From an optimization exercise on the open Yosys and OpenROAD flow, aimed at small area, a short achievable clock period and few clock cycles per item; shortcuts taken in it are not production practice. RTL that was checked went through simulation tests only; none was proved equivalent to the original. Only the layout flow was run in runs 3 to 6; the RTL was not checked for function there. Power is estimated from default activity; no workload was simulated.

==> flow/run.sh <==
#!/bin/bash
# The standard layout, with plain buffers on the ports instead of the
# delay buffers buffer_ports picks by default, and a clock tree with larger
# sink clusters and no dummy loads; timing repair does not clone gates.
set -euo pipefail
export BUFFER_PORTS_ARGS="-buffer_cell sky130_fd_sc_hd__buf_1"
export CTS_ARGS="-sink_clustering_enable -repair_clock_nets -dont_use_dummy_load -buf_list sky130_fd_sc_hd__clkbuf_16 -sink_clustering_size 20 -sink_clustering_max_diameter 80"
export SKIP_GATE_CLONING=1
bash standard.sh > standard.log 2>&1
==> standard.sh <==
#!/bin/bash
# synth_recipe.tcl (not shown) runs the flow's synth.tcl, then flattens the netlist and writes it again
# the make line also repeats each setting of config.mk as NAME=value (left out here)
make -C /OpenROAD-flow-scripts/flow DESIGN_CONFIG=/design/flow/config.mk WORK_HOME=/design/flow/orfs CLKGATE_MAP_FILE= SYNTH_SCRIPT=/design/flow/synth_recipe.tcl "${@:-finish}"
==> config.mk <==
export PLATFORM = sky130hd
export DESIGN_NAME = icmp4_to_icmp6_header_translate
export DESIGN_NICKNAME = icmp4_to_icmp6_header_translate
export VERILOG_FILES = /design/flow/design.v
export SDC_FILE = /design/flow/constraint.sdc
export NUM_CORES = 4
export LEC_CHECK = 0
export CAP_MARGIN = 20
export CORE_MARGIN = 2
export CORE_UTILIZATION = 40
export CTS_BUF_LIST = sky130_fd_sc_hd__clkbuf_8
export SETUP_SLACK_MARGIN = 2.8
export SLEW_MARGIN = 20
==> constraint.sdc <==
create_clock -name core_clock -period 5.5 [get_ports {clk_i}]
set_input_delay 1.1000 -clock core_clock [delete_from_list [all_inputs] [get_ports {clk_i}]]
set_output_delay 1.1000 -clock core_clock [all_outputs]
set_load 0.01 [all_outputs]
==> design.v <==
`timescale 1ns / 1ps
package i46_pkg;
  localparam int PLATEAU_SLOTS_DEF = 12;
  localparam int SLOT_W            = 16;
  localparam int CNT_W             = 4;
  localparam int CFG_IDX_W         = 3;
  localparam int CFG_DATA_W        = 64;
  localparam logic [CFG_IDX_W-1:0] CFG_PLATEAU_A = 3'd0;
  localparam logic [CFG_IDX_W-1:0] CFG_PLATEAU_B = 3'd1;
  localparam logic [CFG_IDX_W-1:0] CFG_PLATEAU_C = 3'd2;
  localparam logic [CFG_IDX_W-1:0] CFG_PLATEAU_N = 3'd3;
  localparam logic [CFG_IDX_W-1:0] CFG_RAISE_MIN = 3'd4;
  localparam logic [7:0] ICMP4_ECHO_REPLY    = 8'd0;
  localparam logic [7:0] ICMP4_DEST_UNREACH  = 8'd3;
  localparam logic [7:0] ICMP4_ECHO_REQUEST  = 8'd8;
  localparam logic [7:0] ICMP4_TIME_EXCEEDED = 8'd11;
  localparam logic [7:0] ICMP4_PARAM_PROBLEM = 8'd12;
  localparam logic [7:0] UNR_NET          = 8'd0;
  localparam logic [7:0] UNR_HOST         = 8'd1;
  localparam logic [7:0] UNR_PROTOCOL     = 8'd2;
  localparam logic [7:0] UNR_PORT         = 8'd3;
  localparam logic [7:0] UNR_FRAG_NEEDED  = 8'd4;
  localparam logic [7:0] UNR_SRC_ROUTE    = 8'd5;
  localparam logic [7:0] UNR_NET_UNKNOWN  = 8'd6;
  localparam logic [7:0] UNR_HOST_UNKNOWN = 8'd7;
  localparam logic [7:0] UNR_ISOLATED     = 8'd8;
  localparam logic [7:0] UNR_NET_PROHIB   = 8'd9;
  localparam logic [7:0] UNR_HOST_PROHIB  = 8'd10;
  localparam logic [7:0] UNR_NET_TOS      = 8'd11;
  localparam logic [7:0] UNR_HOST_TOS     = 8'd12;
  localparam logic [7:0] UNR_ADMIN_PROHIB = 8'd13;
  localparam logic [7:0] UNR_PREC_CUTOFF  = 8'd15;
  localparam logic [7:0] PP4_POINTER    = 8'd0;
  localparam logic [7:0] PP4_BAD_LENGTH = 8'd2;
  localparam logic [7:0] ICMP6_DEST_UNREACH  = 8'd1;
  localparam logic [7:0] ICMP6_PKT_TOO_BIG   = 8'd2;
  localparam logic [7:0] ICMP6_TIME_EXCEEDED = 8'd3;
  localparam logic [7:0] ICMP6_PARAM_PROBLEM = 8'd4;
  localparam logic [7:0] ICMP6_ECHO_REQUEST  = 8'd128;
  localparam logic [7:0] ICMP6_ECHO_REPLY    = 8'd129;
  localparam logic [7:0] DU6_NO_ROUTE     = 8'd0;
  localparam logic [7:0] DU6_ADMIN_PROHIB = 8'd1;
  localparam logic [7:0] DU6_PORT         = 8'd4;
  localparam logic [7:0] PP6_HDR_FIELD    = 8'd0;
  localparam logic [7:0] PP6_NEXT_HDR     = 8'd1;
  localparam logic [7:0] PTR6_NEXT_HDR    = 8'd6;
  localparam logic [7:0]        PTR_NONE     = 8'd255;
  localparam logic [SLOT_W:0]   IPV4_HDR_LEN = 17'd20;
  localparam logic [SLOT_W-1:0] MIN_MTU6     = 16'd1280;
  typedef struct packed {
    logic        drop;
    logic        is_err;
    logic [7:0]  t6;
    logic [7:0]  c6;
    logic [31:0] r6;
    logic        is_mtu;
    logic [SLOT_W-1:0] pkt;
    logic [SLOT_W-1:0] m6;
    logic [SLOT_W-1:0] m4;
  } i46_s1_t;
  typedef struct packed {
    logic        drop;
    logic        is_err;
    logic [7:0]  t6;
    logic [7:0]  c6;
    logic [31:0] r6;
    logic        is_mtu;
    logic [SLOT_W-1:0] mtu;
  } i46_s2_t;
  typedef struct packed {
    logic        verdict;
    logic        is_error_message;
    logic [7:0]  msg6_type;
    logic [7:0]  msg6_code;
    logic [31:0] icmp6_rest;
  } i46_s3_t;
endpackage
`timescale 1ns / 1ps
import i46_pkg::*;
module i46_plateau_search
#(
  parameter int PLATEAU_SLOTS = i46_pkg::PLATEAU_SLOTS_DEF
) (
  input  logic [PLATEAU_SLOTS*i46_pkg::SLOT_W-1:0] slots_i,
  input  logic [(PLATEAU_SLOTS+3)/4-1:0]           written_i,
  input  logic [i46_pkg::CNT_W-1:0]  count_i,
  input  logic [i46_pkg::SLOT_W-1:0] tot_len_i,
  output logic [PLATEAU_SLOTS-1:0]   hit_o
);
  logic tnz;
  assign tnz = |tot_len_i;
  always_comb begin
    for (int i = 0; i < PLATEAU_SLOTS; i++) begin
      hit_o[i] = (count_i > CNT_W'(i)) &&
                 (written_i[i/4] ? (slots_i[SLOT_W*i +: SLOT_W] < tot_len_i) : tnz);
    end
  end
endmodule
module i46_plateau_pick
#(
  parameter int PLATEAU_SLOTS = i46_pkg::PLATEAU_SLOTS_DEF
) (
  input  logic [PLATEAU_SLOTS*i46_pkg::SLOT_W-1:0] slots_i,
  input  logic [(PLATEAU_SLOTS+3)/4-1:0]           written_i,
  input  logic [PLATEAU_SLOTS-1:0]   hit_i,
  output logic [i46_pkg::SLOT_W-1:0] value_o
);
  logic [PLATEAU_SLOTS-1:0] first;
  always_comb begin
    value_o = '0;
    for (int i = 0; i < PLATEAU_SLOTS; i++) begin
      first[i] = hit_i[i];
      for (int j = 0; j < i; j++) begin
        first[i] = first[i] & !hit_i[j];
      end
      if (first[i] && written_i[i/4]) begin
        value_o = value_o | slots_i[SLOT_W*i +: SLOT_W];
      end
    end
  end
endmodule
`timescale 1ns / 1ps
import i46_pkg::*;
module icmp4_to_icmp6_header_translate
#(
  parameter int PLATEAU_SLOTS = i46_pkg::PLATEAU_SLOTS_DEF
) (
  input  logic                  clk_i,
  input  logic                  rst_ni,
  input  logic                  cfg_we_i,
  input  logic [i46_pkg::CFG_IDX_W-1:0]  cfg_idx_i,
  input  logic [i46_pkg::CFG_DATA_W-1:0] cfg_data_i,
  input  logic                  in_valid_i,
  output logic                  in_ready_o,
  input  logic [7:0]            in_icmp4_type_i,
  input  logic [7:0]            in_icmp4_code_i,
  input  logic [31:0]           in_icmp4_rest_i,
  input  logic [15:0]           in_echo_identifier_i,
  input  logic [15:0]           in_inner_total_length_i,
  input  logic [15:0]           in_out_link_mtu_i,
  input  logic [15:0]           in_in_link_mtu_i,
  output logic                  out_valid_o,
  input  logic                  out_ready_i,
  output logic                  out_verdict_o,
  output logic                  out_is_error_message_o,
  output logic [7:0]            out_msg6_type_o,
  output logic [7:0]            out_msg6_code_o,
  output logic [31:0]           out_icmp6_rest_o
);
  localparam int NGRP = (PLATEAU_SLOTS + 3) / 4;
  localparam logic [3:0] K_DROP     = 4'd0;
  localparam logic [3:0] K_ECHO_REQ = 4'd1;   
  localparam logic [3:0] K_ECHO_REP = 4'd2;   
  localparam logic [3:0] K_NO_ROUTE = 4'd3;
  localparam logic [3:0] K_PROTO    = 4'd4;
  localparam logic [3:0] K_PORT     = 4'd5;
  localparam logic [3:0] K_FRAG     = 4'd6;   
  localparam logic [3:0] K_ADMIN    = 4'd7;
  localparam logic [3:0] K_TIME     = 4'd8;   
  localparam logic [3:0] K_PARAM    = 4'd9;   
  logic [PLATEAU_SLOTS*SLOT_W-1:0] plateau_q;
  logic [NGRP-1:0]   written_q;
  logic [CNT_W-1:0]  count_q;
  logic              raise_q;
  for (genvar s = 0; s < PLATEAU_SLOTS; s++) begin : g_slot
    localparam int G = s / 4;
    localparam int L = s % 4;
    always_ff @(posedge clk_i) begin
      if (cfg_we_i && (cfg_idx_i == CFG_IDX_W'(G))) begin
        plateau_q[SLOT_W*s +: SLOT_W] <= cfg_data_i[SLOT_W*L +: SLOT_W];
      end
    end
  end
  for (genvar g = 0; g < NGRP; g++) begin : g_wr
    always_ff @(posedge clk_i or negedge rst_ni) begin
      if (!rst_ni) begin
        written_q[g] <= 1'b0;
      end else if (cfg_we_i && (cfg_idx_i == CFG_IDX_W'(g))) begin
        written_q[g] <= 1'b1;
      end
    end
  end
  always_ff @(posedge clk_i or negedge rst_ni) begin
    if (!rst_ni) begin
      count_q <= '0;
      raise_q <= 1'b1;
    end else if (cfg_we_i) begin
      if (cfg_idx_i == CFG_PLATEAU_N) begin
        count_q <= cfg_data_i[CNT_W-1:0];
      end
      if (cfg_idx_i == CFG_RAISE_MIN) begin
        raise_q <= cfg_data_i[0];
      end
    end
  end
  logic v1_q, v2_q, v3_q;
  logic rdy1, rdy2, rdy3;
  logic in_fire;
  assign rdy3       = !v3_q || out_ready_i;
  assign rdy2       = !v2_q || rdy3;
  assign rdy1       = !v1_q || rdy2;
  assign in_ready_o = rdy1;
  assign in_fire    = in_valid_i && rdy1;
  always_ff @(posedge clk_i or negedge rst_ni) begin
    if (!rst_ni) begin
      v1_q <= 1'b0;
      v2_q <= 1'b0;
      v3_q <= 1'b0;
    end else begin
      if (rdy1) begin
        v1_q <= in_valid_i;
      end
      if (rdy2) begin
        v2_q <= v1_q;
      end
      if (rdy3) begin
        v3_q <= v2_q;
      end
    end
  end
  function automatic logic [7:0] ptr_map(input logic [7:0] p);
    logic [7:0] r;
    case (p)
      8'd0:  r = 8'd0;
      8'd1:  r = 8'd1;
      8'd2:  r = 8'd4;
      8'd3:  r = 8'd4;
      8'd8:  r = 8'd7;
      8'd9:  r = 8'd6;
      8'd12: r = 8'd8;
      8'd13: r = 8'd8;
      8'd14: r = 8'd8;
      8'd15: r = 8'd8;
      8'd16: r = 8'd24;
      8'd17: r = 8'd24;
      8'd18: r = 8'd24;
      8'd19: r = 8'd24;
      default: r = PTR_NONE;
    endcase
    ptr_map = r;
  endfunction
  logic [3:0]         k1_d, k1_q;
  logic [15:0]        a1_d, a1_q, b1_q, c1_q;
  logic [PLATEAU_SLOTS-1:0] hit1_d, hit1_q;
  logic               sel4_d, sel4_q;
  logic [7:0]         ptr6;
  assign ptr6   = ptr_map(in_icmp4_rest_i[31:24]);
  assign sel4_d = ({1'b0, in_in_link_mtu_i} + IPV4_HDR_LEN) < {1'b0, in_out_link_mtu_i};
  i46_plateau_search #(
    .PLATEAU_SLOTS (PLATEAU_SLOTS)
  ) u_search (
    .slots_i   (plateau_q),
    .written_i (written_q),
    .count_i   (count_q),
    .tot_len_i (in_inner_total_length_i),
    .hit_o     (hit1_d)
  );
  always_comb begin
    k1_d = K_DROP;
    case (in_icmp4_type_i)
      ICMP4_ECHO_REQUEST:  k1_d = K_ECHO_REQ;
      ICMP4_ECHO_REPLY:    k1_d = K_ECHO_REP;
      ICMP4_DEST_UNREACH: begin
        case (in_icmp4_code_i)
          UNR_NET, UNR_HOST, UNR_SRC_ROUTE, UNR_NET_UNKNOWN, UNR_HOST_UNKNOWN,
          UNR_ISOLATED, UNR_NET_TOS, UNR_HOST_TOS:            k1_d = K_NO_ROUTE;
          UNR_PROTOCOL:                                       k1_d = K_PROTO;
          UNR_PORT:                                           k1_d = K_PORT;
          UNR_FRAG_NEEDED:                                    k1_d = K_FRAG;
          UNR_NET_PROHIB, UNR_HOST_PROHIB, UNR_ADMIN_PROHIB,
          UNR_PREC_CUTOFF:                                    k1_d = K_ADMIN;
          default:                                            k1_d = K_DROP;
        endcase
      end
      ICMP4_TIME_EXCEEDED: k1_d = K_TIME;
      ICMP4_PARAM_PROBLEM: begin
        if ((in_icmp4_code_i == PP4_POINTER || in_icmp4_code_i == PP4_BAD_LENGTH)
            && (ptr6 != PTR_NONE)) begin
          k1_d = K_PARAM;
        end
      end
      default:             k1_d = K_DROP;
    endcase
  end
  always_comb begin
    case (in_icmp4_type_i)
      ICMP4_ECHO_REQUEST, ICMP4_ECHO_REPLY: a1_d = in_echo_identifier_i;
      ICMP4_DEST_UNREACH:                   a1_d = in_out_link_mtu_i;
      ICMP4_TIME_EXCEEDED:                  a1_d = {8'b0, in_icmp4_code_i};
      default:                              a1_d = {8'b0, ptr6};
    endcase
  end
  always_ff @(posedge clk_i) begin
    if (in_fire) begin
      k1_q   <= k1_d;
      a1_q   <= a1_d;
      b1_q   <= in_icmp4_rest_i[15:0];
      c1_q   <= in_in_link_mtu_i;
      hit1_q <= hit1_d;
      sel4_q <= sel4_d;
    end
  end
  logic [3:0]        k2_q;
  logic [15:0]       a2_d, a2_q, b2_d, b2_q;
  logic [16:0]       c2_d, c2_q;
  logic [15:0]       plat, lnk, lnk_m20;
  logic              lnk_low, lnk_ok;
  logic              frag1;
  i46_plateau_pick #(
    .PLATEAU_SLOTS (PLATEAU_SLOTS)
  ) u_pick (
    .slots_i   (plateau_q),
    .written_i (written_q),
    .hit_i     (hit1_q),
    .value_o   (plat)
  );
  assign lnk     = sel4_q ? (c1_q + 16'd20) : a1_q;
  assign lnk_m20 = sel4_q ? c1_q : (a1_q - 16'd20);
  assign lnk_low = raise_q && (sel4_q ? (c1_q < 16'd1260) : (a1_q < MIN_MTU6));
  assign lnk_ok  = raise_q || sel4_q || (a1_q >= 16'd20);
  assign frag1   = (k1_q == K_FRAG);
  assign a2_d = frag1 ? (lnk_low ? MIN_MTU6 : lnk) : a1_q;
  assign b2_d = (frag1 && (b1_q == '0)) ? plat : b1_q;
  assign c2_d = {lnk_ok, lnk_low ? 16'd1260 : lnk_m20};
  always_ff @(posedge clk_i) begin
    if (v1_q && rdy2) begin
      k2_q <= k1_q;
      a2_q <= a2_d;
      b2_q <= b2_d;
      c2_q <= c2_d;
    end
  end
  i46_pkg::i46_s3_t  s3_d, s3_q;
  logic [SLOT_W-1:0] pkt_fl, mtu;
  logic              use_pkt;
  assign pkt_fl  = (raise_q && (b2_q < 16'd1260)) ? MIN_MTU6 : (b2_q + 16'd20);
  assign use_pkt = c2_q[16] && (b2_q < c2_q[15:0]);
  assign mtu     = use_pkt ? pkt_fl : a2_q;
  always_comb begin
    s3_d = '0;
    case (k2_q)
      K_ECHO_REQ: begin
        s3_d.msg6_type  = ICMP6_ECHO_REQUEST;
        s3_d.icmp6_rest = {a2_q, b2_q};
      end
      K_ECHO_REP: begin
        s3_d.msg6_type  = ICMP6_ECHO_REPLY;
        s3_d.icmp6_rest = {a2_q, b2_q};
      end
      K_NO_ROUTE: begin
        s3_d.is_error_message = 1'b1;
        s3_d.msg6_type        = ICMP6_DEST_UNREACH;
        s3_d.msg6_code        = DU6_NO_ROUTE;
      end
      K_PROTO: begin
        s3_d.is_error_message = 1'b1;
        s3_d.msg6_type        = ICMP6_PARAM_PROBLEM;
        s3_d.msg6_code        = PP6_NEXT_HDR;
        s3_d.icmp6_rest       = {24'b0, PTR6_NEXT_HDR};
      end
      K_PORT: begin
        s3_d.is_error_message = 1'b1;
        s3_d.msg6_type        = ICMP6_DEST_UNREACH;
        s3_d.msg6_code        = DU6_PORT;
      end
      K_FRAG: begin
        s3_d.is_error_message = 1'b1;
        s3_d.msg6_type        = ICMP6_PKT_TOO_BIG;
        s3_d.icmp6_rest       = {16'b0, mtu};
      end
      K_ADMIN: begin
        s3_d.is_error_message = 1'b1;
        s3_d.msg6_type        = ICMP6_DEST_UNREACH;
        s3_d.msg6_code        = DU6_ADMIN_PROHIB;
      end
      K_TIME: begin
        s3_d.is_error_message = 1'b1;
        s3_d.msg6_type        = ICMP6_TIME_EXCEEDED;
        s3_d.msg6_code        = a2_q[7:0];
      end
      K_PARAM: begin
        s3_d.is_error_message = 1'b1;
        s3_d.msg6_type        = ICMP6_PARAM_PROBLEM;
        s3_d.msg6_code        = PP6_HDR_FIELD;
        s3_d.icmp6_rest       = {24'b0, a2_q[7:0]};
      end
      default: begin
        s3_d.verdict = 1'b1;
      end
    endcase
  end
  always_ff @(posedge clk_i) begin
    if (v2_q && rdy3) begin
      s3_q <= s3_d;
    end
  end
  assign out_valid_o            = v3_q;
  assign out_verdict_o          = s3_q.verdict;
  assign out_is_error_message_o = s3_q.is_error_message;
  assign out_msg6_type_o        = s3_q.msg6_type;
  assign out_msg6_code_o        = s3_q.msg6_code;
  assign out_icmp6_rest_o       = s3_q.icmp6_rest;
endmodule
==> summary.txt, run 1 <==
DR iter-0 viols=1602; Compound-Gate Fraction of Synth Area=16.14%; drt drc=0; Most used DFF post-synth=edfxtp_1; Worst Setup EP=s3_q[3]; DIE HEIGHT=229.8 µm; largest net degree at the start of global routing=66; Slew Limit Fails=0; # port buffers=223; Post-Route WL=62550 µm; cell area after synthesis=20390 µm²; RSZ-0062 raised after global routing=true; HP Class=flop to flop; Total GRT Usage=22.94%; Site Rows=82; outcome=no timing/DRC/antenna violations; Crit Path Category=flop to flop; Fin Setup TNS=0 ps; Detail Placement HPWL=47120 µm; CTS clock-pin slew for the worst setup and hold paths=90 ps; leakage power=8.684 nW; Ys Warns=3; DRT Pass-1 Iters=5; worst slack at placement=1865 ps; routed len/inst=23.90 µm; initial antenna violation count=8; Synth Area per Inst=12.13 µm²; reg2reg start=b2_q[1]; ys async rst share=2.997%; via density per instance=5.848; sequential share of the synthesized area=53.79%; CTS tree=done; H-tree depth=1; R2R cell count=6; vias in the first global route=14540; CORE AREA=50270 µm²; CP Capture Type=flop; Die X=229.8 µm; starting density of the core=40.56%; CP Cell Sequence=ha_1 -> a2111oi_0 -> a21oi_1 -> a211oi_4 -> o22ai_1 -> a221o_1; CTS Buf Count=25; max incr delay on CP=500 ps; element type at the critical path start=flop; CP max-delay cell=edfxtp_1; io pins=236; final worst slack=2788 ps; CTS Hold Bufs=0; largest family of logic cells by synthesized area=compound AO/OA/AOI/OAI gates; Final ANT Viol Nets=0; fill count=4659; Final min period=2712 ps; clock root buffer=clkbuf_16; XOR/XNOR Fraction of Synth Area=1.675%; Slew @ Worst Pin=1038 ps; adder-cell area share of the yosys netlist=13.44%; GPL Wtd Cong=0.9587; fraction of layout cells with a size suffix above 1=9.732%; simple-gate share of the synthesized area=10.98%; cell family with the largest share of critical-path delay=compound AO/OA/AOI/OAI gates; vias=15300; Max Buffers Root-to-Sink=3; Max Clk Rate=368.7 MHz; CP required=5820 ps; worst skew pair latency=570 ps; FF-to-FF setup slack=2790 ps; CP Buf/Inv Count=0; multiplexer share of the synthesized area=1.197%; Slew headroom=30.81%; Netlist cell types=79; Synth Instances=1681; die area=52800 µm²; Final setup viols=0; reg2reg end=s3_q[3]; Post-synth EDFFs=356; gr ovfl total=0; Layout Nets=2347; period utilization=49.32%; Crit. Startpoint=b2_q[1]; #FFs+latches synth=367; pwr dens=269.5 nW/µm²; P&R area growth vs syn=14.26%; first-pass GRT wire length=91390 µm; skew final=52.97 ps; critical path arrival=3030 ps; Crit path depth=6; Max-Cap Viols=0; Worst VDD drop=0.2187 mV; worst-path fanout max=6; clk sinks=367; final hold vios=0
==> kinds of logic (layout without fill, tap and decap cells) <==
logic type | count (synthesis) | in the layout
muxes | 22 | 22
AOI/OAI and AO/OA | 465 | 465
adders and majority gates | 219 | 219
xor gates and xnor gates | 39 | 39
buffers and inverters | 136 | 394
and+or+nand+nor | 432 | 432
other | 1 | 7
DFF | 367 | 367
==> cells in the final DEF, fill, tap and decap left out, drive strengths merged, types with 25 or more instances in the layout <==
master / Yosys / final
nor2: 84 / 84
a21oi: 90 / 90
ha: 219 / 219
a21o: 36 / 36
a22oi: 28 / 28
and2: 39 / 39
a221o: 35 / 35
nand2b: 28 / 28
clkbuf: 35 / 40
nand4: 26 / 26
nand3: 34 / 34
o21ai: 89 / 89
nor4: 25 / 25
edfxtp: 356 / 356
inv: 74 / 66
nand2: 107 / 107
buf: 27 / 280
==> sequential cells by signal (all words and copies together) (netlist names) <==
register and cells:
v1_q 1, hit1_q 12, s3_q 46, k1_q 4, plateau_q 192, count_q 4
c2_q 17, k2_q 4, c1_q 16, v2_q 1, b1_q 16, raise_q 1
a2_q 16, sel4_q 1, written_q 3, a1_q 16, b2_q 16, v3_q 1
==> how the worst min path moves through the flow <==
stage	start	endpoint	slack (ps)	cells past startpoint
detailed placement	k1_q[0]	k2_q[0]	430	0
finish	k1_q[0]	k2_q[0]	450	0
global placement	k1_q[1]	k2_q[1]	430	0
floorplan	k1_q[2]	k2_q[2]	420	0
CTS	k1_q[0]	k2_q[0]	450	0
global route	k1_q[0]	k2_q[0]	470	0
==> power by group <==
part	leakage [nW]	internal (mW)	total, mW	switching (mW)
Clock	0.308	0.802	1.70	0.900
Sequential	3.44	3.29	3.48	0.188
Combinational	4.93	0.436	1.10	0.664
Total	8.68	4.53	6.28	1.75
==> cell type report <==
class / count / area, µm² / area share [%]
multi-input combinational: 1181 / 9131 / 39.20
sequential: 367 / 10970 / 47.08
timing repair buffer: 295 / 1416 / 6.080
inverter: 74 / 307.8 / 1.321
tap: 672 / 840.8 / 3.609
antenna: 3 / 7.507 / 0.03223
clock buffer: 25 / 625.6 / 2.685
==> metrics by stage <==
stage,util [%],power (mW),hold WS (ps),std cells,instance area (µm²)
floorplan,-,4.119,417.8,1684,20530
global placement,43.87,4.523,430.9,2532,22050
finish,46.34,6.279,447.8,2617,23300
detailed placement,43.87,4.554,430.4,2532,22050
global route,46.33,6.528,468.3,2615,23290
CTS,45.55,6.258,449.2,2577,22900
==> synth_stat cells, types with 22 or more instances <==
cell | number | area share (%)
and2_1 | 38 | 1.2
o21ai_0 | 88 | 2.2
nand4_1 | 26 | 0.80
nand2_1 | 107 | 2.0
clkbuf_1 | 35 | 0.64
a21o_1 | 36 | 1.3
nand2b_1 | 28 | 0.86
xnor2_1 | 22 | 0.94
inv_1 | 74 | 1.4
a221o_1 | 35 | 1.7
nand3_1 | 34 | 0.83
ha_1 | 219 | 13
nor2b_1 | 23 | 0.71
edfxtp_1 | 356 | 52
a21oi_1 | 90 | 2.2
nor4_1 | 23 | 0.71
a22oi_1 | 28 | 1.0
nor2_1 | 84 | 1.5
==> routing by layer <==
metal / global-route usage (%) / vias up / routed length [µm]
met5: 0 / - / 69
met4: 7.399 / 10 / 1942
li1: - / 7092 / -
met2: 36.06 / 605 / 28480
met1: 32.41 / 7487 / 27450
met3: 3.720 / 109 / 4613
==> what timing repair did <==
action	in CTS	in global routing
pin swaps	3	4
resized for setup	18	41
setup endpoints to repair	62	41
setup buffers	20	37
Testbench counts, summed over its fixed seeds: cycles 8,448, items 8,192.
==> run 2: changes to the inputs <==
==> flow/run.sh (replaced) <==
#!/bin/bash
# The standard layout, with plain buffers on the ports instead of the
# delay buffers buffer_ports picks by default, and a clock tree with larger
# sink clusters and no dummy loads.
set -euo pipefail
export BUFFER_PORTS_ARGS="-buffer_cell sky130_fd_sc_hd__buf_1"
export CTS_ARGS="-sink_clustering_enable -repair_clock_nets -dont_use_dummy_load -buf_list sky130_fd_sc_hd__clkbuf_16 -sink_clustering_size 24 -sink_clustering_max_diameter 100"
bash standard.sh > standard.log 2>&1
==> summary.txt, run 2 <==
P&R area growth vs syn=13.52%; H-tree depth=1 (unchanged); worst skew pair latency=550 ps (-20 ps); switching share of power=28.38% (+0.46 points); HP Class=flop to flop; Synth Instances=1681 (unchanged); Ys Warns=3 (unchanged); top flop regs=plateau_q x192, s3_q x46, c2_q x17; RSZ-0062 raised after global routing=true; Synth Area per Inst=12.13 µm² (unchanged); # port buffers=223 (unchanged); CTS Buf Count=19 (-24%); pwr dens=262.1 nW/µm² (-2.7%); Die X=229.8 µm (unchanged); vias in the first global route=14510 (-0.19%); via density per instance=5.881 (+0.58%); Internal=4.346 mW (-4.0%); R2R cell count=6 (unchanged); largest net degree at the start of global routing=66 (unchanged); Slew Limit Fails=0 (unchanged); Max-Cap Viols=0 (unchanged); routed len/inst=23.88 µm (about the same); cell area after synthesis=20390 µm² (unchanged); leakage power=8.593 nW (-1.0%); Detail Placement HPWL=47120 µm (unchanged); outcome=no timing/DRC/antenna violations; drt drc=0 (unchanged); Flop pwr share=57.2% (+1.8 points); clk sinks=367 (unchanged); final worst slack=2817 ps (+29.67 ps); DRT Pass-1 Iters=5 (unchanged); fraction of layout cells with a size suffix above 1=9.401% (-0.33 points); Final ANT Viol Nets=0 (unchanged); worst-path fanout max=6 (unchanged); CTS clock-pin slew for the worst setup and hold paths=100 ps (about the same); Post-synth EDFFs=356 (unchanged); clock power share=24.6% (-2.5 points); clock root buffer=clkbuf_16; period utilization=48.78% (-0.54 points); share of the synthesized area in the top cell type=52.43% (unchanged); CORE AREA=50270 µm² (unchanged); combinational group share of total power=18.2% (+0.7 points); Slew headroom=30.19% (-0.62 points); largest register by flop count=plateau_q; vias=15360 (+0.39%); Synth top cells by count=edfxtp_1, ha_1, nand2_1, a21oi_1, o21ai_0; Synth area leaders=edfxtp_1, ha_1, a21oi_1; first-pass GRT wire length=91080 µm (-0.34%); CTS tree=done; fill count=4662 (+0.064%); Worst VDD drop=0.1726 mV (-21%); worst slack at placement=1865 ps (unchanged); Post-Route WL=62370 µm (-0.27%); Most used DFF post-synth=edfxtp_1; CP required=5790 ps (-30 ps); ys async rst share=2.997% (unchanged); most frequent cells in the layout=edfxtp_1, ha_1, buf_1; Slew @ Worst Pin=1047 ps (+9.261 ps); starting density of the core=40.56% (unchanged); final hold vios=0 (unchanged); Netlist cell types=79 (unchanged); Fin Setup TNS=0 ps (unchanged); Psw=1.722 mW (-1.8%); Worst Hold Depth=0 (unchanged); DR iter-0 viols=1638 (+2.2%); gr ovfl total=0 (unchanged); count leader, synth=edfxtp_1; critical path arrival=2970 ps (-60 ps); max reg flops=192 (unchanged); initial antenna violation count=8 (unchanged); element type at the critical path start=flop; #FFs+latches synth=367 (unchanged); Site Rows=82 (unchanged); sequential share of the synthesized area=53.79% (unchanged); die area=52800 µm² (unchanged); io pins=236 (unchanged); DIE HEIGHT=229.8 µm (unchanged); Layout Nets=2341 (-0.26%); skew final=34.00 ps (-18.97 ps); Final setup viols=0 (unchanged); Max Clk Rate=372.8 MHz (+1.1%); most common cell after layout, fill and taps aside=edfxtp_1; CP Capture Type=flop; Total GRT Usage=22.80% (-0.13 points); GPL Wtd Cong=0.9587 (unchanged); Crit Path Category=flop to flop; Final min period=2683 ps (-29.67 ps); area leader, netlist=edfxtp_1; Max Buffers Root-to-Sink=3 (unchanged)
## run 2: cell count changes in the layout (fill, tap and decap cells not counted), moves of 2 or more
cell / delta
clkbuf_4: +2
clkinvlp_2: +2
clkbuf_16: -6
clkbuf_2: -4
## run 2: layer usage
metal | track usage [%] | share of wire, % | vias to the layer above
met4 | 7.036 | 3.0 | 10
li1 | - | - | 7072
met3 | 3.571 | 7.2 | 103
met1 | 32.42 | 44 | 7572
met5 | 0 | 0.11 | -
met2 | 35.87 | 45 | 605
## run 2: cell families after synthesis
logic type / share of synthesized area [%]
mux: 1.197
simple gates: 10.98
fa+ha+maj: 13.44
flops: 53.79
xor+xnor: 1.675
other cells: 0.01839
compound gates: 16.14
buf+inv: 2.761
## run 2: area by class of cell
| cell class | instances | area (µm²) | area share [%] |
|---|---|---|---|
| flip-flops and latches | 367 | 10970 | 47.38 |
| multi-input cells | 1181 | 9128 | 39.43 |
| repair buffers | 293 | 1409 | 6.086 |
| well taps | 672 | 840.8 | 3.632 |
| clock buffers | 19 | 475.5 | 2.054 |
| inverters | 74 | 307.8 | 1.330 |
| repair inverters | 2 | 10.01 | 0.04324 |
| diodes | 4 | 10.01 | 0.04324 |
## run 2: per-stage QoR
step / cell area, µm² / power (mW) / util [%] / hold WS, ps / cells
after floorplan: 20530 / 4.119 / - / 417.8 / 1684
after global placement: 22050 / 4.523 / 43.87 / 430.9 / 2532
after detailed placement: 22050 / 4.554 / 43.87 / 430.4 / 2532
after CTS: 22730 / 6.035 / 45.21 / 447.0 / 2568
after global routing: 23140 / 6.306 / 46.03 / 470.8 / 2610
final: 23150 / 6.068 / 46.04 / 445.5 / 2612
## run 2: worst paths after layout
check / from / endpoint / slack (ps)
worst max register to register: b2_q[1] / s3_q[3] / 2820
worst min-delay path: k1_q[0] / k2_q[0] / 450
worst max-delay path: b2_q[1] / s3_q[3] / 2820
min in group asynchronous: rst_ni / written_q[1] / 680
worst min register to register: k1_q[0] / k2_q[0] / 450
max in group asynchronous: rst_ni / written_q[2] / 4190
## run 2: critical path, stage by stage, from the launching register on
cell,delay [ps]
edfxtp_1,500
ha_1,340
a2111oi_0,390
a21oi_1,140
a211oi_4,380
o22ai_1,250
a221o_1,420
## run 2: repair_timing
item | in CTS | in global routing
setup endpoints to repair | 62 | 46
resized for setup | 21 | 39
setup buffers | 17 | 38
hold buffers | 0 | 0
pin swaps | 3 | 4
cloned | 0 | 2
## run 2: power by group through the flow
stage	logic, mW	clock network (mW)	registers (mW)
after global placement	0.986	0	3.54
final	1.10	1.49	3.47
after floorplan	0.671	0	3.45
after detailed placement	1.02	0	3.54
after CTS	1.05	1.51	3.47
after global routing	1.21	1.60	3.49
==> run 3: changes to the inputs <==
--- a/design.v
+++ b/design.v
@@ -193,29 +193,29 @@
       end
     end
   end
-  logic v1_q, v2_q, v3_q;
+  logic v1_q, v2_q, v3_q, full_q;
+  logic v1_d, v2_d, v3_d;
   logic rdy1, rdy2, rdy3;
   logic in_fire;
   assign rdy3       = !v3_q || out_ready_i;
   assign rdy2       = !v2_q || rdy3;
-  assign rdy1       = !v1_q || rdy2;
+  assign rdy1       = !full_q || out_ready_i;
   assign in_ready_o = rdy1;
   assign in_fire    = in_valid_i && rdy1;
+  assign v1_d = rdy1 ? in_valid_i : v1_q;
+  assign v2_d = rdy2 ? v1_q : v2_q;
+  assign v3_d = rdy3 ? v2_q : v3_q;
   always_ff @(posedge clk_i or negedge rst_ni) begin
     if (!rst_ni) begin
-      v1_q <= 1'b0;
-      v2_q <= 1'b0;
-      v3_q <= 1'b0;
+      v1_q   <= 1'b0;
+      v2_q   <= 1'b0;
+      v3_q   <= 1'b0;
+      full_q <= 1'b0;
     end else begin
-      if (rdy1) begin
-        v1_q <= in_valid_i;
-      end
-      if (rdy2) begin
-        v2_q <= v1_q;
-      end
-      if (rdy3) begin
-        v3_q <= v2_q;
-      end
+      v1_q   <= v1_d;
+      v2_q   <= v2_d;
+      v3_q   <= v3_d;
+      full_q <= v1_d && v2_d && v3_d;
     end
   end
   function automatic logic [7:0] ptr_map(input logic [7:0] p);
==> flow/run.sh (replaced) <==
#!/bin/bash
# The standard layout, with plain buffers on the ports instead of the
# delay buffers buffer_ports picks by default.
set -euo pipefail
export BUFFER_PORTS_ARGS="-buffer_cell sky130_fd_sc_hd__buf_1"
bash standard.sh > standard.log 2>&1
--- a/config.mk
+++ b/config.mk
@@ -9,5 +9,5 @@
 export CORE_MARGIN = 2
 export CORE_UTILIZATION = 40
 export CTS_BUF_LIST = sky130_fd_sc_hd__clkbuf_8
-export SETUP_SLACK_MARGIN = 2.8
+export SETUP_SLACK_MARGIN = 2.9
 export SLEW_MARGIN = 20
==> summary.txt, run 3 <==
max incr delay on CP=360 ps (-140 ps); #FFs+latches synth=368 (+0.27%); largest net degree at the start of global routing=66 (unchanged); Die X=230.3 µm (+0.22%); clk sinks=368 (+0.27%); routed len/inst=24.76 µm (+3.7%); period utilization=47.35% (-1.4 points); CTS tree=done; Layout Nets=2432 (+3.9%); DRT Pass-1 Iters=5 (unchanged); Slew headroom=28.14% (-2.1 points); cell area after synthesis=20480 µm² (+0.45%); gr ovfl total=0 (unchanged); sequential share of the synthesized area=53.67% (-0.12 points); P&R area growth vs syn=19.78%; most common cell after layout, fill and taps aside=edfxtp_1; CP Capture Type=flop; Post-Route WL=68040 µm (+9.1%); die area=53030 µm² (+0.44%); Max Buffers Root-to-Sink=3 (unchanged); Final setup viols=0 (unchanged); Synth Instances=1697 (+0.95%); fraction of layout cells with a size suffix above 1=13.90% (+4.5 points); skew final=39.05 ps (+5.048 ps); CP Buf/Inv Count=3 (+3); Slew @ Worst Pin=1078 ps (+30.83 ps); Max Clk Rate=384.0 MHz (+3.0%); RSZ-0062 raised after global routing=true; Slew Limit Fails=0 (unchanged); area leader, netlist=edfxtp_1; CTS clock-pin slew for the worst setup and hold paths=60 ps (-40 ps); CP Cell Sequence=clkbuf_2 -> clkinvlp_4 -> buf_4 -> ha_1 -> nand4_1 -> nor2_1 -> o2111ai_1 -> a31oi_1 -> a21oi_1; H-tree depth=3 (+2); Synth Area per Inst=12.07 µm² (-0.50%); Synth area leaders=edfxtp_1, ha_1, a21o_1; share of the synthesized area in the top cell type=52.20% (-0.23 points); clock root buffer=clkbuf_8; outcome=no timing/DRC/antenna violations; Synth top cells by count=edfxtp_1, ha_1, nor2_1, nand2_1, a21oi_1; largest register by flop count=plateau_q; Site Rows=82 (unchanged); starting density of the core=40.66% (+0.099 points); io pins=236 (unchanged); initial antenna violation count=10 (+2); Final Util=48.70% (+2.7 points); GPL Wtd Cong=0.9136 (-4.7%); worst-path fanout max=8 (+2); ys async rst share=3.261% (+0.26 points); vias=16110 (+4.9%); Most used DFF post-synth=edfxtp_1; CP max-delay cell=nor2_1; vias in the first global route=15770 (+8.7%); first-pass GRT wire length=98500 µm (+8.1%); top flop regs=plateau_q x192, s3_q x46, c2_q x17; Final ANT Viol Nets=0 (unchanged); Final min period=2604 ps (-78.33 ps); Crit Path Category=input pin to flop; Netlist cell types=82 (+3.8%); drt drc=0 (unchanged); DR iter-0 viols=1669 (+1.9%); via density per instance=5.862 (-0.32%); pwr dens=294.9 nW/µm² (+13%); DIE HEIGHT=230.3 µm (+0.22%); cell family with the largest share of critical-path delay=buffers and inverters; Ys Warns=3 (unchanged); Detail Placement HPWL=49860 µm (+5.8%); worst skew pair latency=640 ps (+90 ps); count leader, synth=edfxtp_1; max reg flops=192 (unchanged); Post-synth EDFFs=356 (unchanged); Worst VDD drop=0.1128 mV (-35%); CTS Buf Count=66 (+47); critical path arrival=2970 ps (about the same); Fin Setup TNS=0 ps (unchanged); CTS Hold Bufs=0 (unchanged); # port buffers=223 (unchanged); Max-Cap Viols=0 (unchanged); CORE AREA=50380 µm² (+0.20%); most frequent cells in the layout=edfxtp_1, ha_1, buf_1; leakage power=9.446 nW (+9.9%); final hold vios=0 (unchanged); Total GRT Usage=24.97% (+2.2 points); HP Class=flop to flop; element type at the critical path start=input pin; CP required=5860 ps (+70 ps)
run 3: cell types whose count changed in the layout (fill, tap and decap cells not counted), moves of 19 or more:
cell	previous run	this run
a221oi_1	9	37
nor2_1	81	105
o21ai_0	86	43
a22o_1	11	35
clkbuf_8	0	69
a21o_1	36	57
o21ai_1	2	28
clkbuf_16	19	0
a221o_1	35	12
run 3: cells by family after synthesis:
family	Yosys count	synth area share [%]
AOI/OAI and AO/OA	449	15.43
xor gates and xnor gates	36	1.539
adders and majority gates	220	13.44
buffers and inverters	134	2.633
DFF	368	53.67
muxes	26	1.375
other	1	0.01831
and+or+nand+nor	463	11.90
run 3: per-layer routing:
metal	GRT usage (%)	wire length [µm]	vias up
met5	0	71	-
met4	10.36	2680	12
met3	4.774	5649	167
met2	38.18	30090	778
met1	34.76	29550	7832
li1	-	-	7321
run 3: report_power, final:
part,switching (mW),internal (mW)
sequential,0.187,3.31
clock,1.13,1.34
combinational,0.746,0.521
total,2.07,5.17
run 3: metrics by stage:
stage               cells  setup WS (ps)  total power [mW]  hold slack (ps)  area [µm²]
finish               2748           2896             7.236            481.0       24530
global route         2747           2850             7.528            508.0       24530
CTS                  2712           2884             7.215            475.1       24070
floorplan            1700           2747             4.157            431.4       20640
global placement     2553           1993             4.592            468.3       22240
detailed placement   2553           1913             4.628            464.1       22240
run 3: layout make-up:
cell class | instances | area, µm²
Tap cell | 672 | 840.8
Clock buffer | 69 | 949.7
Multi-Input combinational cell | 1198 | 9395
Sequential cell | 368 | 10990
Fill cell | 4569 | 25840
Inverter | 70 | 307.8
Timing Repair inverter | 3 | 15.01
Clock inverter | 43 | 281.5
Timing Repair Buffer | 321 | 1740
Antenna cell | 4 | 10.01
run 3: worst paths after layout:
path | startpoint | to | slack (ps) | cells after the start
min in group asynchronous | rst_ni | written_q[1] | 610 | 1
min | k1_q[1] | k2_q[1] | 480 | 0
max in group asynchronous | rst_ni | full_q | 4270 | 1
min reg2reg | k1_q[1] | k2_q[1] | 480 | 0
max | in_inner_total_length_i[10] | hit1_q[2] | 2900 | 9
max reg2reg | hit1_q[1] | b2_q[0] | 2900 | 6
run 3: repair_timing:
item / CTS / global route
cloned: 1 / 3
setup buffers: 46 / 29
endpoints found under the hold margin: 0 / 0
pin swaps: 6 / 10
setup endpoints to repair: 81 / 43
gates resized for setup: 34 / 45
==> run 4: changes to the inputs <==
--- a/config.mk
+++ b/config.mk
@@ -9,5 +9,5 @@
 export CORE_MARGIN = 2
 export CORE_UTILIZATION = 40
 export CTS_BUF_LIST = sky130_fd_sc_hd__clkbuf_8
-export SETUP_SLACK_MARGIN = 2.9
+export SETUP_SLACK_MARGIN = 3.1
 export SLEW_MARGIN = 20
==> summary.txt, run 4 <==
outcome=no timing/DRC/antenna violations; fraction of layout cells with a size suffix above 1=18.83% (+4.9 points); FF-to-FF setup slack=3000 ps (+100 ps); most common cell after layout, fill and taps aside=edfxtp_1; Worst VDD drop=0.1564 mV (+39%); Worst Hold Depth=0 (unchanged); Die X=230.3 µm (unchanged); CTS clock-pin slew for the worst setup and hold paths=60 ps (about the same); routed len/inst=24.80 µm (+0.16%); count leader, synth=edfxtp_1; top flop regs=plateau_q x192, s3_q x46, c2_q x17; Power, Total=7.166 mW (-0.96%); Site Rows=82 (unchanged); Final ANT Viol Nets=0 (unchanged); H-tree depth=2 (-1); clk sinks=368 (unchanged); CP Buf/Inv Count=2 (-1); skew final=16.10 ps (-22.95 ps); RSZ-0062 raised after global routing=true; leakage power=9.644 nW (+2.1%); share of the synthesized area in the top cell type=52.20% (unchanged); Max Clk Rate=387.7 MHz (+0.97%); sequential share of the synthesized area=53.67% (unchanged); wire length on met2=30400 µm (+1.0%); fill count=4466 (-2.3%); Final setup viols=0 (unchanged); Slew headroom=27.09% (-1.0 points); Crit Path Category=input pin to output port; Max-Cap Viols=0 (unchanged); cell family with the largest share of critical-path delay=buffers and inverters; Detail Placement HPWL=48390 µm (-2.9%); Synth top cells by count=edfxtp_1, ha_1, nor2_1, nand2_1, a21oi_1; CTS Buf Count=58 (-12%); DIE HEIGHT=230.3 µm (unchanged); Layout Nets=2457 (+1.0%); Final min period=2579 ps (-25.14 ps); period utilization=46.90% (-0.46 points); initial antenna violation count=10 (unchanged); max reg flops=192 (unchanged); Ys Warns=3 (unchanged); worst-path fanout max=3 (-5); reg2reg start=b2_q[5]; Synth Instances=1697 (unchanged); Crit. Startpoint=out_ready_i; #FFs+latches synth=368 (unchanged); Final Util=50.22% (+1.5 points); DR iter-0 viols=1662 (-0.42%); CP max-delay cell=nand2b_4; CP Cell Sequence=buf_8 -> nand2b_4 -> buf_6; Post-Route WL=68820 µm (+1.1%); Slew Limit Fails=0 (unchanged); Fin Setup TNS=0 ps (unchanged); CTS Hold Bufs=0 (unchanged); area occupied by registers=10990 µm² (unchanged); area leader, netlist=edfxtp_1; GPL Wtd Cong=0.9412 (+3.0%); pwr dens=283.2 nW/µm² (-4.0%); first-pass GRT wire length=100100 µm (+1.6%); WL met3=5969 µm (+5.7%); Max Buffers Root-to-Sink=3 (unchanged); Synth Area per Inst=12.07 µm² (unchanged); CP required=4400 ps (-1460 ps); HP Class=flop to flop; max incr delay on CP=160 ps (-200 ps); HP Start=k1_q[2]; ys async rst share=3.261% (unchanged); vias in the first global route=16000 (+1.5%); Most used DFF post-synth=edfxtp_1; P&R area growth vs syn=23.53%; Synth area leaders=edfxtp_1, ha_1, a21o_1; CORE AREA=50380 µm² (unchanged); Top Metal Used=met5; critical path arrival=1480 ps (-1490 ps); DRT Pass-1 Iters=5 (unchanged); Slew @ Worst Pin=1094 ps (+15.70 ps); via density per instance=5.883 (+0.35%); die area=53030 µm² (unchanged); CTS tree=done; most frequent cells in the layout=edfxtp_1, buf_1, ha_1; CP Capture Type=output port; io pins=236 (unchanged); hold path endpoint=k2_q[2]; cell area after synthesis=20480 µm² (unchanged); final hold vios=0 (unchanged); Post-synth EDFFs=356 (unchanged); drt drc=0 (unchanged); M1 WL=29290 µm (-0.89%); gr ovfl total=0 (unchanged); clock root buffer=clkbuf_8; Netlist cell types=82 (unchanged); largest net degree at the start of global routing=66 (unchanged); starting density of the core=40.66% (unchanged); Total GRT Usage=25.35% (+0.38 points); worst skew pair latency=680 ps (+40 ps); largest register by flop count=plateau_q; # port buffers=223 (unchanged); element type at the critical path start=input pin; multi-input logic area=9917 µm² (+5.6%); R2R cell count=9 (+3); reg2reg end=s3_q[14]; vias=16330 (+1.3%)
==> run 4: cell counts after synthesis <==
No cell type changed its count.
==> run 4: repair_timing <==
item | in CTS | in global routing
endpoints found under the setup margin | 125 | 89
gates resized for setup | 95 | 96
gates cloned | 2 | 1
setup buffers | 79 | 34
pin swaps | 32 | 49
==> run 4: how the worst max path moves through the flow <==
stage / slack (ps) / to / cells past startpoint
after floorplan: 2750 / hit1_q[5] / 7
after CTS: 2920 / in_ready_o / 3
after detailed placement: 1810 / hit1_q[2] / 9
after global placement: 1870 / hit1_q[2] / 9
after global routing: 2890 / hit1_q[1] / 10
final: 2920 / in_ready_o / 3
==> run 4: worst reg2reg max path, cell delays in order (launching register included) <==
cell and delay, ps:
edfxtp_1 500, ha_4 260, a211o_1 260, a21oi_2 180
o31ai_4 110, a211oi_4 320, buf_12 170, buf_6 100
mux2i_1 210, o22ai_1 130
==> run 4: layer usage <==
layer / global-route usage, % / vias to the layer above
met3: 5.940 / 186
met5: 0 / -
li1: - / 7379
met4: 11.85 / 10
met1: 34.50 / 7947
met2: 38.23 / 803
==> run 4: cell type report <==
cell class | count | share of cell area (%)
inverters | 70 | 1.246
flip-flops and latches | 368 | 43.45
multi-input cells | 1199 | 39.20
clock inverters | 44 | 1.063
diodes | 5 | 0.04946
well taps | 672 | 3.323
repair buffers | 356 | 8.353
clock buffers | 61 | 3.318
==> run 4: cell families after synthesis <==
family                     count (synthesis)  share of synthesized area (%)
adders and majority gates                220                          13.44
DFF                                      368                          53.67
other                                      1                        0.01831
muxes                                     26                          1.375
buffers and inverters                    134                          2.633
and+or+nand+nor                          463                          11.90
xor gates and xnor gates                  36                          1.539
AOI/OAI and AO/OA                        449                          15.43
==> run 4: power breakdown <==
part	internal (mW)	leakage, nW	switching, mW	total [mW]
combinational	0.593	5.56	0.813	1.41
clock	1.16	0.631	1.11	2.27
sequential	3.31	3.45	0.181	3.49
==> run 4: metrics by stage <==
step | area [µm²] | hold WS (ps) | setup slack, ps | std cells
6_report | 25300 | 487.5 | 2921 | 2775
5_1_grt | 25300 | 503.6 | 2893 | 2774
4_1_cts | 24640 | 492.3 | 2920 | 2735
3_5_place_dp | 22370 | 474.5 | 1808 | 2549
3_3_place_gp | 22370 | 455.9 | 1871 | 2549
2_1_floorplan | 20820 | 431.4 | 2747 | 1700
==> run 5: changes to the inputs <==
==> flow/run.sh (replaced) <==
#!/bin/bash
# The standard layout, with plain buffers on the ports instead of the
# delay buffers buffer_ports picks by default, and a clock tree with larger
# sink clusters and no dummy loads.
set -euo pipefail
export BUFFER_PORTS_ARGS="-buffer_cell sky130_fd_sc_hd__buf_1"
export CTS_ARGS="-sink_clustering_enable -repair_clock_nets -dont_use_dummy_load -buf_list sky130_fd_sc_hd__clkbuf_16 -sink_clustering_size 20 -sink_clustering_max_diameter 80"
bash standard.sh > standard.log 2>&1
--- a/config.mk
+++ b/config.mk
@@ -9,5 +9,5 @@
 export CORE_MARGIN = 2
 export CORE_UTILIZATION = 40
 export CTS_BUF_LIST = sky130_fd_sc_hd__clkbuf_8
-export SETUP_SLACK_MARGIN = 3.1
+export SETUP_SLACK_MARGIN = 2.95
 export SLEW_MARGIN = 20
==> summary.txt, run 5 <==
outcome=no timing/DRC/antenna violations; worst-path fanout max=7 (+4); switching share of power=28.52% (-0.83 points); Final Non-Filler Cells=2686 (-3.2%); Fin Setup TNS=0 ps (unchanged); Psw=1.859 mW (-12%); Crit Path Category=input pin to flop; CTS Hold Bufs=0 (unchanged); via density per instance=5.961 (+1.3%); DRT Pass-1 Iters=8 (+3); Detail Placement HPWL=49690 µm (+2.7%); Slew @ Worst Pin=1049 ps (-44.85 ps); element type at the critical path start=input pin; Slew Limit Fails=0 (unchanged); ys async rst share=3.261% (unchanged); gr ovfl total=0 (unchanged); H-tree depth=1 (-1); Max Clk Rate=381.3 MHz (-1.7%); Power, Total=6.519 mW (-9.0%); Synth top cells by count=edfxtp_1, ha_1, nor2_1, nand2_1, a21oi_1; final hold vios=0 (unchanged); largest register by flop count=plateau_q; DR iter-0 viols=1678 (+0.96%); pwr dens=266.4 nW/µm² (-6.0%); met2 Track Usage GR=38.67% (+0.43 points); most frequent cells in the layout=edfxtp_1, ha_1, buf_1; clock power share=25.9% (-5.8 points); Total GRT Usage=24.95% (-0.40 points); Compound-Gate Fraction of Synth Area=15.43% (unchanged); Synth Area per Inst=12.07 µm² (unchanged); critical path arrival=2910 ps (+1430 ps); CP max-delay cell=o211ai_1; area leader, netlist=edfxtp_1; placed insts=2553 (+0.16%); Flop pwr share=53.4% (+4.7 points); #FFs+latches synth=368 (unchanged); Post-synth EDFFs=356 (unchanged); Most used DFF post-synth=edfxtp_1; largest net degree at the start of global routing=66 (unchanged); clk sinks=368 (unchanged); Max-Cap Viols=0 (unchanged); Final Util=48.58% (-1.6 points); Final ANT Viol Nets=0 (unchanged); XOR/XNOR Fraction of Synth Area=1.539% (unchanged); CTS Buf Count=25 (-57%); max reg flops=192 (unchanged); starting density of the core=40.66% (unchanged); skew final=24.23 ps (+8.131 ps); CP Capture Type=flop; Final min period=2623 ps (+43.29 ps); CP Cell Sequence=buf_1 -> clkinvlp_4 -> buf_12 -> ha_1 -> nand4_1 -> o211ai_1 -> a221o_1 -> a211oi_2; CTS tree=done; Post-Route WL=68590 µm (-0.33%); first-pass GRT wire length=98270 µm (-1.8%); CP Buf/Inv Count=3 (+1); Netlist cell types=82 (unchanged); Slew headroom=29.76% (+2.7 points); vias in the first global route=15460 (-3.4%); routed len/inst=25.54 µm (+3.0%); fraction of layout cells with a size suffix above 1=15.82% (-3.0 points); leakage power=9.219 nW (-4.4%); drt drc=0 (unchanged); CTS clock-pin slew for the worst setup and hold paths=80 ps (+20 ps); Site Rows=82 (unchanged); CORE AREA=50380 µm² (unchanged); clock root buffer=clkbuf_16; initial antenna violation count=8 (-2); DIE HEIGHT=230.3 µm (unchanged); top flop regs=plateau_q x192, s3_q x46, c2_q x17; CP required=5790 ps (+1390 ps); simple-gate share of the synthesized area=11.90% (unchanged); period utilization=47.68% (+0.79 points); Synth area leaders=edfxtp_1, ha_1, a21o_1; Worst VDD drop=0.2373 mV (+52%); max incr delay on CP=520 ps (+360 ps); Layout Nets=2416 (-1.7%); io pins=236 (unchanged); largest family of logic cells by synthesized area=compound AO/OA/AOI/OAI gates; sequential share of the synthesized area=53.67% (unchanged); GR Layer Usage met3=4.936% (-1.0 points); die area=53030 µm² (unchanged); cell area after synthesis=20480 µm² (unchanged); Ys Warns=3 (unchanged); multiplexer share of the synthesized area=1.375% (unchanged); vias=16010 (-1.9%); FF-to-FF setup slack=2970 ps (-30 ps); P&R area growth vs syn=19.50%; R2R cell count=10 (+1); share of the synthesized area in the top cell type=52.20% (unchanged); # port buffers=223 (unchanged); Die X=230.3 µm (unchanged); HP Class=flop to flop; worst skew pair latency=570 ps (-110 ps); Final setup viols=0 (unchanged); RSZ-0062 raised after global routing=true; Max Buffers Root-to-Sink=3 (unchanged); GPL Wtd Cong=0.9123 (-3.1%); busiest grt layer=met2; Worst Hold Depth=0 (unchanged); Synth Instances=1697 (unchanged); Internal=4.660 mW (-7.9%); most common cell after layout, fill and taps aside=edfxtp_1; Crit path depth=8 (+5); cell family with the largest share of critical-path delay=compound AO/OA/AOI/OAI gates; count leader, synth=edfxtp_1; adder-cell area share of the yosys netlist=13.44% (unchanged); met1 usage=34.63% (+0.13 points); combinational group share of total power=20.7% (+1.1 points)
run 5: cell counts after synthesis:
Identical to the previous run, type by type.
run 5: stage by stage:
stage / setup WS (ps) / hold WS, ps / area (µm²)
6_report: 2877 / 477.0 / 24470
3_3_place_gp: 1730 / 457.3 / 22270
5_1_grt: 2882 / 508.9 / 24470
3_5_place_dp: 1702 / 458.4 / 22270
2_1_floorplan: 2747 / 431.4 / 20670
4_1_cts: 2910 / 478.5 / 23730
run 5: path summary, 6_finish.rpt:
check,from,to
min,k1_q[1],k2_q[1]
min reg2reg,k1_q[1],k2_q[1]
max in group asynchronous,rst_ni,v3_q
min in group asynchronous,rst_ni,written_q[0]
max,in_inner_total_length_i[3],hit1_q[6]
max reg2reg,b2_q[6],s3_q[14]
run 5: area by class of cell:
class                      instances  area [µm²]
fill                            4487       25900
sequential                       368       10990
multi-input combinational       1198        9681
timing repair buffer             349        2007
tap                              672       840.8
clock buffer                      25       625.6
inverter                          70       319.1
antenna                            4       10.01
run 5: timing repair:
action | 4_1_cts | 5_1_grt
setup buffers | 61 | 39
gates cloned | 2 | 2
gates resized for setup | 66 | 89
setup endpoints to repair | 50 | 48
pin swaps | 21 | 36
endpoints found under the hold margin | 0 | 0
run 5: kinds of logic (layout without fill, tap and decap cells):
family | Yosys count | count (layout)
AND/OR/NAND/NOR | 463 | 463
AO/OA/AOI/OAI | 449 | 449
flip-flops | 368 | 368
adder cells (fa/ha/maj) | 220 | 220
buffers and inverters | 134 | 444
XOR/XNOR | 36 | 36
multiplexers | 26 | 26
other | 1 | 8
run 5: power groups by stage:
| stage | Combinational (mW) | Clock (mW) | Sequential [mW] |
|---|---|---|---|
| 2_1_floorplan | 0.698 | 0 | 3.46 |
| 3_3_place_gp | 1.04 | 0 | 3.56 |
| 3_5_place_dp | 1.07 | 0 | 3.56 |
| 4_1_cts | 1.24 | 1.73 | 3.48 |
| 5_1_grt | 1.45 | 1.82 | 3.50 |
| 6_report | 1.35 | 1.69 | 3.48 |
run 5: routing by layer:
metal  wire (µm)  vias up
met1       29500     7907
met4        2591        8
met3        5610      137
met2       30840      708
met5          51        -
li1            -     7250
run 5: worst reg2reg max path: stages, from the launching register on:
cell      delay [ps]
edfxtp_1         500
ha_4             270
buf_6            100
o21a_1           170
a21oi_2          180
o31ai_4          110
a211oi_4         300
buf_12           170
buf_12           130
mux2i_2          230
o22ai_2          110
==> run 6: changes to the inputs <==
--- a/config.mk
+++ b/config.mk
@@ -9,5 +9,5 @@
 export CORE_MARGIN = 2
 export CORE_UTILIZATION = 40
 export CTS_BUF_LIST = sky130_fd_sc_hd__clkbuf_8
-export SETUP_SLACK_MARGIN = 2.95
+export SETUP_SLACK_MARGIN = 2.8
 export SLEW_MARGIN = 20
==> summary.txt, run 6 <==
R2R cell count=6 (-4); Ys Warns=3 (unchanged); routed len/inst=24.78 µm (-3.0%); share of the synthesized area in the top cell type=52.20% (unchanged); Slew @ Worst Pin=1061 ps (+12.03 ps); via density per instance=5.932 (-0.48%); reg2reg end=b2_q[0]; CP required=5920 ps (+130 ps); Post-synth EDFFs=356 (unchanged); CP max-delay cell=a211oi_1; period utilization=48.96% (+1.3 points); Max-Cap Viols=0 (unchanged); Netlist cell types=82 (unchanged); #FFs+latches synth=368 (unchanged); gr ovfl total=0 (unchanged); first-pass GRT wire length=95870 µm (-2.4%); CORE AREA=50380 µm² (unchanged); Final min period=2693 ps (+70.25 ps); starting density of the core=40.66% (unchanged); fill count=4583 (+2.1%); final hold vios=0 (unchanged); Final ANT Viol Nets=0 (unchanged); top flop regs=plateau_q x192, s3_q x46, c2_q x17; Synth area leaders=edfxtp_1, ha_1, a21o_1; vias in the first global route=15070 (-2.5%); Post-Route WL=65340 µm (-4.7%); RSZ-0062 raised after global routing=false; count leader, synth=edfxtp_1; P&R area growth vs syn=15.06%; Detail Placement HPWL=48900 µm (-1.6%); area leader, netlist=edfxtp_1; outcome=no timing/DRC/antenna violations; Site Rows=82 (unchanged); Synth top cells by count=edfxtp_1, ha_1, nor2_1, nand2_1, a21oi_1; CTS Buf Count=26 (+4.0%); CP Cell Sequence=buf_1 -> clkinvlp_4 -> buf_12 -> ha_1 -> a21o_1 -> a21o_1 -> a211oi_1 -> o21bai_1 -> a211oi_1 -> o21a_1; Slew headroom=29.28% (-0.49 points); most frequent cells in the layout=edfxtp_1, buf_1, ha_1; vias=15640 (-2.3%); skew final=38.41 ps (+14.19 ps); Synth Instances=1697 (unchanged); pwr dens=273.8 nW/µm² (+2.8%); DRT Pass-1 Iters=6 (-2); Fin Setup TNS=0 ps (unchanged); largest net degree at the start of global routing=66 (unchanged); GPL Wtd Cong=0.9189 (+0.72%); # port buffers=223 (unchanged); DR iter-0 viols=1878 (+12%); worst-path fanout max=12 (+5); Final Non-Filler Cells=2637 (-1.8%); element type at the critical path start=input pin; CP Capture Type=flop; worst slack at placement=1948 ps (+246.7 ps); Most used DFF post-synth=edfxtp_1; sequential share of the synthesized area=53.67% (unchanged); Final setup viols=0 (unchanged); clock root buffer=clkbuf_16; Synth Area per Inst=12.07 µm² (unchanged); largest register by flop count=plateau_q; ys async rst share=3.261% (unchanged); Hold Slack=524.8 ps (+47.80 ps); DIE HEIGHT=230.3 µm (unchanged); CTS Hold Bufs=0 (unchanged); Worst Setup EP=hit1_q[11]; worst skew pair latency=580 ps (about the same); Crit. Startpoint=in_inner_total_length_i[8]; most common cell after layout, fill and taps aside=edfxtp_1; critical path arrival=3120 ps (+210 ps); Slew Limit Fails=0 (unchanged); reg2reg start=hit1_q[1]; placed insts=2552 (-0.039%); H-tree depth=1 (unchanged); Max Buffers Root-to-Sink=3 (unchanged); clk sinks=368 (unchanged); Worst VDD drop=0.2285 mV (-3.7%); die area=53030 µm² (unchanged); leakage power=8.883 nW (-3.6%); final worst slack=2807 ps (-70.25 ps); max incr delay on CP=290 ps (-230 ps); io pins=236 (unchanged); CTS clock-pin slew for the worst setup and hold paths=80 ps (about the same); drt drc=0 (unchanged); Layout Nets=2367 (-2.0%); Total GRT Usage=24.08% (-0.88 points); Crit Path Category=input pin to flop; cell area after synthesis=20480 µm² (unchanged); max reg flops=192 (unchanged); initial antenna violation count=12 (+4); fraction of layout cells with a size suffix above 1=9.383% (-6.4 points); Die X=230.3 µm (unchanged); Max Clk Rate=371.4 MHz (-2.6%); CTS tree=done; HP Class=flop to flop; FF-to-FF setup slack=2880 ps (-90 ps)
run 6: metal layers:
| metal | routed length, µm | vias to the layer above | global-route usage (%) |
|---|---|---|---|
| met4 | 2587 | 16 | 8.931 |
| met1 | 28640 | 7646 | 34.37 |
| met2 | 28680 | 686 | 36.62 |
| met3 | 5341 | 139 | 4.179 |
| met5 | 103 | - | 0 |
| li1 | - | 7156 | - |
run 6: layout make-up:
class | count | area (µm²) | share of cell area, %
sequential | 368 | 10990 | 46.64
clock buffer | 26 | 650.6 | 2.761
inverter | 70 | 300.3 | 1.274
timing repair buffer | 298 | 1536 | 6.520
tap | 672 | 840.8 | 3.568
multi-input combinational | 1198 | 9230 | 39.17
timing repair inverter | 1 | 5.005 | 0.02124
antenna | 4 | 10.01 | 0.04248
run 6: through the flow:
stage	utilization (%)	cell area, µm²	total power, mW
after floorplan	-	20570	4.153
final	46.78	23570	6.452
after CTS	45.86	23100	6.398
after global routing	46.77	23560	6.714
after detailed placement	43.98	22160	4.613
after global placement	43.98	22160	4.580
run 6: where the power goes:
group	internal, mW	total [mW]	switching (mW)
clock network	0.832	1.75	0.919
registers	3.30	3.49	0.187
logic	0.490	1.21	0.722
run 6: cells by family after synthesis:
logic type               after synthesis  share of synthesized area, %
AO/OA/AOI/OAI                        449                         15.43
XOR/XNOR                              36                         1.539
adder cells (fa/ha/maj)              220                         13.44
buffers and inverters                134                         2.633
flip-flops                           368                         53.67
multiplexers                          26                         1.375
other                                  1                       0.01831
AND/OR/NAND/NOR                      463                         11.90
run 6: worst min path at each step:
stage               startpoint      end  slack, ps  cells after the start
floorplan              k1_q[1]  k2_q[1]        430                      0
global placement       k1_q[2]  k2_q[2]        490                      0
detailed placement     k1_q[0]  k2_q[0]        500                      0
CTS                       v1_q     v2_q        530                      1
global route              v1_q     v2_q        550                      1
finish                 k1_q[1]  k2_q[1]        520                      0
run 6: worst max-delay path, delay by kind of cell:
kind	cells	cell delay, ps
adders and majority gates	1	200
buffers and inverters	3	620
AOI/OAI and AO/OA	6	1190
run 6: what timing repair did:
item,in CTS,in global routing
pin swaps,4,11
setup endpoints to repair,31,74
gates cloned,0,3
gates resized for setup,19,33
setup buffers,27,25
endpoints found under the hold margin,0,0

re-timing with driven ports:
How much do the figures lean on ideal ports? The routed layouts below were timed once more, with nothing changed but the port constraints.
Step 1 assumes that a clkbuf_16 drives the clock port and a buf_2 every other input.
Step 2 times the ports against the registers' clock, not the clock port: input delays grow and output delays shrink by t, the midpoint of the rising clock arrivals with the driver on.
Slacks: ideal ports / drivers / drivers and shift; pairs: ideal ports / drivers.
| run | t, ns | slack for setup (ns) | slew at the worst register clock pin (ns) |
|---|---|---|---|
| run 1 | 0.601 | 2.788 / 2.788 / 2.239 | 0.09 / 0.09 |
| run 2 | 0.589 | 2.817 / 2.807 / 2.270 | 0.10 / 0.10 |
| run 3 | 0.670 | 2.896 / 2.899 / 2.256 | 0.07 / 0.07 |
| run 4 | 0.720 | 2.921 / 2.870 / 2.339 | 0.07 / 0.07 |
| run 5 | 0.612 | 2.877 / 2.911 / 2.299 | 0.08 / 0.08 |
| run 6 | 0.613 | 2.807 / 2.837 / 2.223 | 0.09 / 0.09 |
After both steps setup and hold are still met in every run listed. The setup slack of run 3, which loses most, moves by +0.003 ns with the drivers and by -0.640 ns with both steps.
